What follows belongs to an exercise in optimizing a design on an open flow for small area and a short achievable clock period; a production flow would make more cautious choices.
At most, simulation tests tie the RTL to the original design; equivalence was not proved.
Power is estimated from default activity; no workload was simulated.

==> flow/design.v <==
package wavegen_pkg;
    typedef enum logic [2:0] {
        NOP    = 3'd0,   
        LINE   = 3'd1,   
        INCR   = 3'd2,
        DECR   = 3'd3,
        JUMP   = 3'd4,   
        X_RECT = 3'd5,   
        Y_RECT = 3'd6    
    } opcode_e;
    typedef struct packed {
        opcode_e                op;
        logic [8-1:0] a;
        logic [8-1:0] b;
    } instr_t;
    typedef enum logic [2:0] {
        FETCH,
        P0,
        P1,
        P2,
        P3
    } phase_e;
    typedef enum logic [1:0] {
        HOLD,
        UP,
        DOWN
    } step_e;
endpackage
module program_regs
(
    input  logic                    clk,
    input  logic                    reset,
    input  logic                    wb_cyc,
    input  logic                    wb_stb,
    input  logic                    wb_we,
    input  logic [5-1:0] wb_adr,
    input  logic [32-1:0] wb_dat_w,
    output logic [32-1:0] wb_dat_r,
    output logic                    wb_ack,
    output logic                    run,
    output logic [18:0]             x_instr,
    input  logic [8-1:0] x_sel,
    output logic [18:0]             y_instr,
    input  logic [8-1:0] y_sel
);
    localparam int INSTR_W = 3 + 2 * 8;   
    localparam int DEPTH   = 8;
    logic [INSTR_W-1:0] x_mem [0:DEPTH-1];
    logic [INSTR_W-1:0] y_mem [0:DEPTH-1];
    logic               accept;
    logic               wr;
    logic               ctrl_hit;
    logic [DEPTH-1:0]   idx_hit;     
    logic [DEPTH-1:0]   x_hit, y_hit;
    logic [INSTR_W-1:0] wdata;
    logic [INSTR_W-1:0] rd_data;
    assign accept   = wb_cyc && wb_stb && !wb_ack;
    assign wr       = accept && wb_we;
    assign ctrl_hit = (wb_adr == 5'd0);
    always_comb begin
        for (int i = 0; i < DEPTH; i++) begin
            idx_hit[i] = (wb_adr[3-1:0] == i);
            x_hit[i]   = idx_hit[i] && wb_adr[4] && !wb_adr[3];
            y_hit[i]   = idx_hit[i] && wb_adr[4] &&  wb_adr[3];
        end
    end
    assign wdata = reset ? '0 : wb_dat_w[INSTR_W-1:0];
    always_ff @(posedge clk) begin
        for (int i = 0; i < DEPTH; i++) begin
            if (reset || (wr && x_hit[i])) begin
                x_mem[i] <= wdata;
            end
            if (reset || (wr && y_hit[i])) begin
                y_mem[i] <= wdata;
            end
        end
    end
    always_ff @(posedge clk) begin
        if (reset) begin
            run <= 1'b0;
        end else if (wr && ctrl_hit) begin
            run <= wb_dat_w[0];
        end
    end
    always_ff @(posedge clk) begin
        if (reset) begin
            wb_ack <= 1'b0;
        end else begin
            wb_ack <= accept;
        end
    end
    always_comb begin
        rd_data = '0;
        for (int i = 0; i < DEPTH; i++) begin
            rd_data = rd_data | ({INSTR_W{x_hit[i]}} & x_mem[i])
                              | ({INSTR_W{y_hit[i]}} & y_mem[i]);
        end
        rd_data[0] = rd_data[0] | (ctrl_hit & run);
    end
    always_ff @(posedge clk) begin
        wb_dat_r[INSTR_W-1:0] <= rd_data;
    end
    assign wb_dat_r[32-1:INSTR_W] = '0;
    always_comb begin
        x_instr = '0;
        y_instr = '0;
        for (int i = 0; i < DEPTH; i++) begin
            x_instr = x_instr | ({INSTR_W{x_sel[i]}} & x_mem[i]);
            y_instr = y_instr | ({INSTR_W{y_sel[i]}} & y_mem[i]);
        end
    end
endmodule
module wave_sequencer
(
    input  logic                   clk,
    input  logic                   reset,
    input  logic                   run,
    input  logic [18:0]            instr,        
    output logic [8-1:0] fetch_sel,  
    output logic [8-1:0] level
);
    logic                   fetch;
    logic [8-1:0] sel;
    logic                   ramp;
    logic                   up, dn;
    logic                   isrect, isy;
    logic [1:0]             ph;
    logic [7:0]             rem;
    logic [7:0]             ra, rb;
    logic [2:0] op;
    logic [7:0] ia, ib;
    assign op = instr[18:16];
    assign ia = instr[15:8];
    assign ib = instr[7:0];
    assign fetch_sel = sel;
    logic [7:0] lvl_inc, lvl_dec;
    assign lvl_inc = level + 8'd1;
    assign lvl_dec = level - 8'd1;
    logic f;
    assign f = fetch || (ramp && level == rb);
    logic       n_fetch;
    logic       n_ramp;
    logic       n_up, n_dn;
    logic [1:0] n_ph;
    logic [7:0] n_rem;
    logic [7:0] n_level;
    logic       ia_z, ia_le1, ib_z;
    logic [7:0] ib_max1;
    assign ia_z    = (ia == 8'd0);
    assign ia_le1  = (ia[7:1] == 7'd0);
    assign ib_z    = (ib == 8'd0);
    assign ib_max1 = {ib[7:1], ib[0] | ib_z};
    logic       last;
    logic [1:0] nph;
    logic [7:0] nlen;
    logic       nlen_z;
    assign last   = (rem[7:2] == 6'd0) && (rem[1:0] == ((ph == 2'd0) ? 2'd2 : 2'd1));
    assign nph    = ph + 2'd1;
    assign nlen   = nph[0] ? rb : ra;
    assign nlen_z = (nlen == 8'd0);
    always_comb begin
        n_fetch = 1'b0;
        n_ramp  = 1'b0;
        n_up    = up;
        n_dn    = dn;
        n_ph    = ph;
        n_rem   = rem - 8'd1;
        n_level = level;
        if (f) begin
            n_up  = 1'b0;
            n_dn  = 1'b0;
            n_ph  = 2'd0;
            n_rem = ia;
            case (op)
                3'd4: begin                          
                    n_level = ia;
                    n_fetch = 1'b1;
                end
                3'd1: begin                          
                    n_level = ia;
                    n_ramp  = 1'b1;
                end
                3'd2: begin                          
                    if (!ia_z) n_level = lvl_inc;
                    n_fetch = ia_le1;
                    n_up    = 1'b1;
                end
                3'd3: begin                          
                    if (!ia_z) n_level = lvl_dec;
                    n_fetch = ia_le1;
                    n_dn    = 1'b1;
                end
                3'd5: begin                          
                    if (!ia_z) n_level = lvl_inc;
                    if (ia_le1) begin
                        n_ph  = 2'd1;                
                        n_rem = ib_max1;
                    end else begin
                        n_up  = 1'b1;
                    end
                end
                3'd6: begin                          
                    if (ia_le1) begin
                        n_ph  = 2'd1;                
                        n_rem = ib_max1;
                        n_up  = !ib_z;
                    end
                end
                default: n_fetch = 1'b1;             
            endcase
        end else if (ramp) begin
            n_ramp  = 1'b1;
            n_level = (rb > level) ? lvl_inc : lvl_dec;
        end else begin
            if (up) n_level = lvl_inc;
            if (dn) n_level = lvl_dec;
            if (last) begin
                if (!isrect || ph == 2'd3) begin
                    n_fetch = 1'b1;
                end else begin
                    n_ph  = nph;
                    n_rem = {nlen[7:1], nlen[0] | nlen_z};
                    n_up  = !nlen_z && isy && (nph == 2'd1);
                    n_dn  = !nlen_z && (isy ? (nph == 2'd3) : (nph == 2'd2));
                end
            end
        end
    end
    always_ff @(posedge clk) begin
        if (reset || !run) begin
            fetch <= 1'b1;
            sel   <= {{(8-1){1'b0}}, 1'b1};
            level <= '0;
        end else begin
            fetch <= n_fetch;
            level <= n_level;
            if (f) sel <= {sel[8-2:0], sel[8-1]};
        end
    end
    always_ff @(posedge clk) begin
        ramp <= n_ramp;
        up   <= n_up;
        dn   <= n_dn;
        ph   <= n_ph;
        rem  <= n_rem;
        if (f) begin
            ra     <= ia;
            rb     <= ib;
            isrect <= (op == 3'd5) || (op == 3'd6);
            isy    <= (op == 3'd6);
        end
    end
endmodule
module wavegen_top (
    input  logic                    clk,
    input  logic                    reset,
    input  logic                    wb_cyc,
    input  logic                    wb_stb,
    input  logic                    wb_we,
    input  logic [5-1:0] wb_adr,
    input  logic [32-1:0] wb_dat_w,
    output logic [32-1:0] wb_dat_r,
    output logic                    wb_ack,
    output logic [8-1:0]  dac_x,
    output logic [8-1:0]  dac_y
);
    logic                      run;
    logic [18:0]               x_instr, y_instr;
    logic [8-1:0] x_sel, y_sel;
    program_regs prog_regs (
        .clk         (clk),
        .reset       (reset),
        .wb_cyc      (wb_cyc),
        .wb_stb      (wb_stb),
        .wb_we       (wb_we),
        .wb_adr      (wb_adr),
        .wb_dat_w    (wb_dat_w),
        .wb_dat_r    (wb_dat_r),
        .wb_ack      (wb_ack),
        .run         (run),
        .x_instr     (x_instr),
        .x_sel       (x_sel),
        .y_instr     (y_instr),
        .y_sel       (y_sel)
    );
    wave_sequencer x_seq (
        .clk       (clk),
        .reset     (reset),
        .run       (run),
        .instr     (x_instr),
        .fetch_sel (x_sel),
        .level     (dac_x)
    );
    wave_sequencer y_seq (
        .clk       (clk),
        .reset     (reset),
        .run       (run),
        .instr     (y_instr),
        .fetch_sel (y_sel),
        .level     (dac_y)
    );
endmodule
==> flow/config.mk <==
export PLATFORM = sky130hd
export DESIGN_NAME = wavegen_top
export DESIGN_NICKNAME = wavegen_top
export VERILOG_FILES = /design/flow/design.v
export SDC_FILE = /design/flow/constraint.sdc
export NUM_CORES = 4
export LEC_CHECK = 0
export CAP_MARGIN = 20
export CORE_MARGIN = 2
export CORE_UTILIZATION = 55
export CTS_CLUSTER_DIAMETER = 250
export CTS_CLUSTER_SIZE = 25
export SETUP_SLACK_MARGIN = 4.6
export SLEW_MARGIN = 20
export TNS_END_PERCENT = 0
==> flow/constraint.sdc <==
create_clock -name core_clock -period 7.0 [get_ports {clk}]
set_input_delay 1.4000 -clock core_clock [delete_from_list [all_inputs] [get_ports {clk}]]
set_output_delay 1.4000 -clock core_clock [all_outputs]
set_load 0.01 [all_outputs]
standard.sh (not shown) runs the stock make flow with config.mk's settings and CLKGATE_MAP_FILE= SYNTH_SCRIPT=/design/flow/synth_recipe.tcl, a recipe that flattens the netlist after the stock synthesis.
==> flow/flow/run.sh <==
#!/bin/bash
# The standard layout (standard.sh), with the port buffers that ORFS's
# buffer_ports inserts made plain sky130_fd_sc_hd__buf_4 cells instead of the
# buffer it picks by default (a delay cell). Every port still gets its buffer.
set -euo pipefail
export BUFFER_PORTS_ARGS="-buffer_cell sky130_fd_sc_hd__buf_4"
bash standard.sh synth > synth.log 2>&1
bash standard.sh > layout.log 2>&1
==> next run, changes <==
--- a/flow/design.v
+++ b/flow/design.v
@@ -125,7 +125,7 @@
     logic                   up, dn;
     logic                   isrect, isy;
     logic [1:0]             ph;
-    logic [7:0]             rem;
+    logic [7:0]             cnt;
     logic [7:0]             ra, rb;
     logic [2:0] op;
     logic [7:0] ia, ib;
@@ -142,20 +142,22 @@
     logic       n_ramp;
     logic       n_up, n_dn;
     logic [1:0] n_ph;
-    logic [7:0] n_rem;
+    logic [7:0] n_cnt;
     logic [7:0] n_level;
     logic       ia_z, ia_le1, ib_z;
-    logic [7:0] ib_max1;
     assign ia_z    = (ia == 8'd0);
     assign ia_le1  = (ia[7:1] == 7'd0);
     assign ib_z    = (ib == 8'd0);
-    assign ib_max1 = {ib[7:1], ib[0] | ib_z};
     logic       last;
+    logic [7:0] len;
+    logic [7:0] cnt_inc;
     logic [1:0] nph;
     logic [7:0] nlen;
     logic       nlen_z;
-    assign last   = (rem[7:2] == 6'd0) && (rem[1:0] == ((ph == 2'd0) ? 2'd2 : 2'd1));
-    assign nph    = ph + 2'd1;
+    assign len     = ph[0] ? rb : ra;
+    assign cnt_inc = cnt + 8'd1;
+    assign last    = (cnt_inc == len) || (len == 8'd0);
+    assign nph     = ph + 2'd1;
     assign nlen   = nph[0] ? rb : ra;
     assign nlen_z = (nlen == 8'd0);
     always_comb begin
@@ -164,13 +166,13 @@
         n_up    = up;
         n_dn    = dn;
         n_ph    = ph;
-        n_rem   = rem - 8'd1;
+        n_cnt   = cnt_inc;
         n_level = level;
         if (f) begin
             n_up  = 1'b0;
             n_dn  = 1'b0;
             n_ph  = 2'd0;
-            n_rem = ia;
+            n_cnt = {7'd0, !ia_le1};
             case (op)
                 3'd4: begin                          
                     n_level = ia;
@@ -194,7 +196,6 @@
                     if (!ia_z) n_level = lvl_inc;
                     if (ia_le1) begin
                         n_ph  = 2'd1;                
-                        n_rem = ib_max1;
                     end else begin
                         n_up  = 1'b1;
                     end
@@ -202,7 +203,6 @@
                 3'd6: begin                          
                     if (ia_le1) begin
                         n_ph  = 2'd1;                
-                        n_rem = ib_max1;
                         n_up  = !ib_z;
                     end
                 end
@@ -219,7 +219,7 @@
                     n_fetch = 1'b1;
                 end else begin
                     n_ph  = nph;
-                    n_rem = {nlen[7:1], nlen[0] | nlen_z};
+                    n_cnt = '0;
                     n_up  = !nlen_z && isy && (nph == 2'd1);
                     n_dn  = !nlen_z && (isy ? (nph == 2'd3) : (nph == 2'd2));
                 end
@@ -242,7 +242,7 @@
         up   <= n_up;
         dn   <= n_dn;
         ph   <= n_ph;
-        rem  <= n_rem;
+        cnt  <= n_cnt;
         if (f) begin
             ra     <= ia;
             rb     <= ib;
Routed wire length climbs by 2.0%.
Global-route usage climbs by 0.65 points.
Maximum frequency climbs by 2.4%.
Sequential cell count stays the same.
Sequential share of layout area drops by 0.20 points.
Power drops by 0.45%.

== 04-28 ==
// wavegen_top: RTL as listed in full above, without the edits since
Settings: LEC_CHECK=0, CAP_MARGIN=20, CORE_MARGIN=2, CORE_UTILIZATION=55, CTS_CLUSTER_DIAMETER=250, CTS_CLUSTER_SIZE=25, SETUP_SLACK_MARGIN=4.6, SLEW_MARGIN=20, TNS_END_PERCENT=0; clock period 7.0 ns.
run.sh (not shown) runs the stock make flow with config.mk's settings and CLKGATE_MAP_FILE= SYNTH_SCRIPT=/design/flow/synth_recipe.tcl, a recipe that flattens the netlist after the stock synthesis.
Stock flow here: none of the scripts above is used.
Changes in 05-24 relative to 04-28:
-- flow/design.v --
<<< 04-28, line 138
    assign lvl_dec = level - 8'd1;
    logic f;
    assign f = fetch || (ramp && level == rb);
    logic       n_fetch;
    logic       n_ramp;
>>> 05-24, line 138
    assign lvl_dec = level - 8'd1;
    logic f;
    assign f = fetch;
    logic       r_up;
    logic [7:0] r_level;
    assign r_up    = (rb > level);
    assign r_level = r_up ? lvl_inc : lvl_dec;
    logic       n_fetch;
    logic       n_ramp;
<<< 04-28, line 179
                3'd1: begin                          
                    n_level = ia;
                    n_ramp  = 1'b1;
                end
>>> 05-24, line 183
                3'd1: begin                          
                    n_level = ia;
                    n_fetch = (ia == ib);            
                    n_ramp  = 1'b1;
                end
<<< 04-28, line 211
        end else if (ramp) begin
            n_ramp  = 1'b1;
            n_level = (rb > level) ? lvl_inc : lvl_dec;
        end else begin
            if (up) n_level = lvl_inc;
>>> 05-24, line 216
        end else if (ramp) begin
            n_ramp  = 1'b1;
            n_level = r_level;
            n_fetch = (r_level == rb);
        end else begin
            if (up) n_level = lvl_inc;
Notes after the runs:
The highest fanout seen on the critical path in 05-24 was higher than what 04-28 gave. Xor-xnor portion of the synthesized cell area was lower in the run labelled 04-28. Total number of vias, 04-28 and 05-24, lower one = 04-28. Re global-route usage: 04-28 and 05-24 aren't equal, and the lower value belongs to 04-28. Clock buffer count for 05-24 is lower than for 04-28. Against 04-28, the final cell area of 05-24 is higher. 05-24 against 04-28: global routing usage on met1 lower; final antenna diode count climbed 2; register-to-register slack has decreased; leakage dissipation rose by 10%; filler cell count shrank by 33.
Only the layout flow was run in 05-24; the RTL was not checked for function there.

## what the ideal ports hide
How much do the figures lean on ideal ports? The routed layouts below were timed once more, with nothing changed but the port constraints. Step 1 assumes that a clkbuf_16 drives the clock port and a buf_2 every other input. Step 2 times the ports against the registers' clock, not the clock port: input delays grow and output delays shrink by t, the midpoint of the rising clock arrivals with the driver on. Slacks: ideal ports / drivers / drivers and shift; pairs: ideal ports / drivers.
run | t, ns | setup WS [ns] | clock arrival spread, ns | pins driven straight from the clock port
the first run of note 1 | 0.609 | 4.363 / 4.319 / 3.766 | 0.026 / 0.026 | 1
the second run of note 1 | 0.609 | 4.424 / 4.428 / 3.836 | 0.022 / 0.023 | 1
04-28 | 0.610 | 4.344 / 4.290 / 3.773 | 0.041 / 0.042 | 1
05-24 | 0.617 | 4.282 / 4.262 / 3.747 | 0.025 / 0.025 | 1
After both steps setup and hold are still met in every run listed. The setup slack of the first run of note 1, which loses most, moves by -0.044 ns with the drivers and by -0.597 ns with both steps.
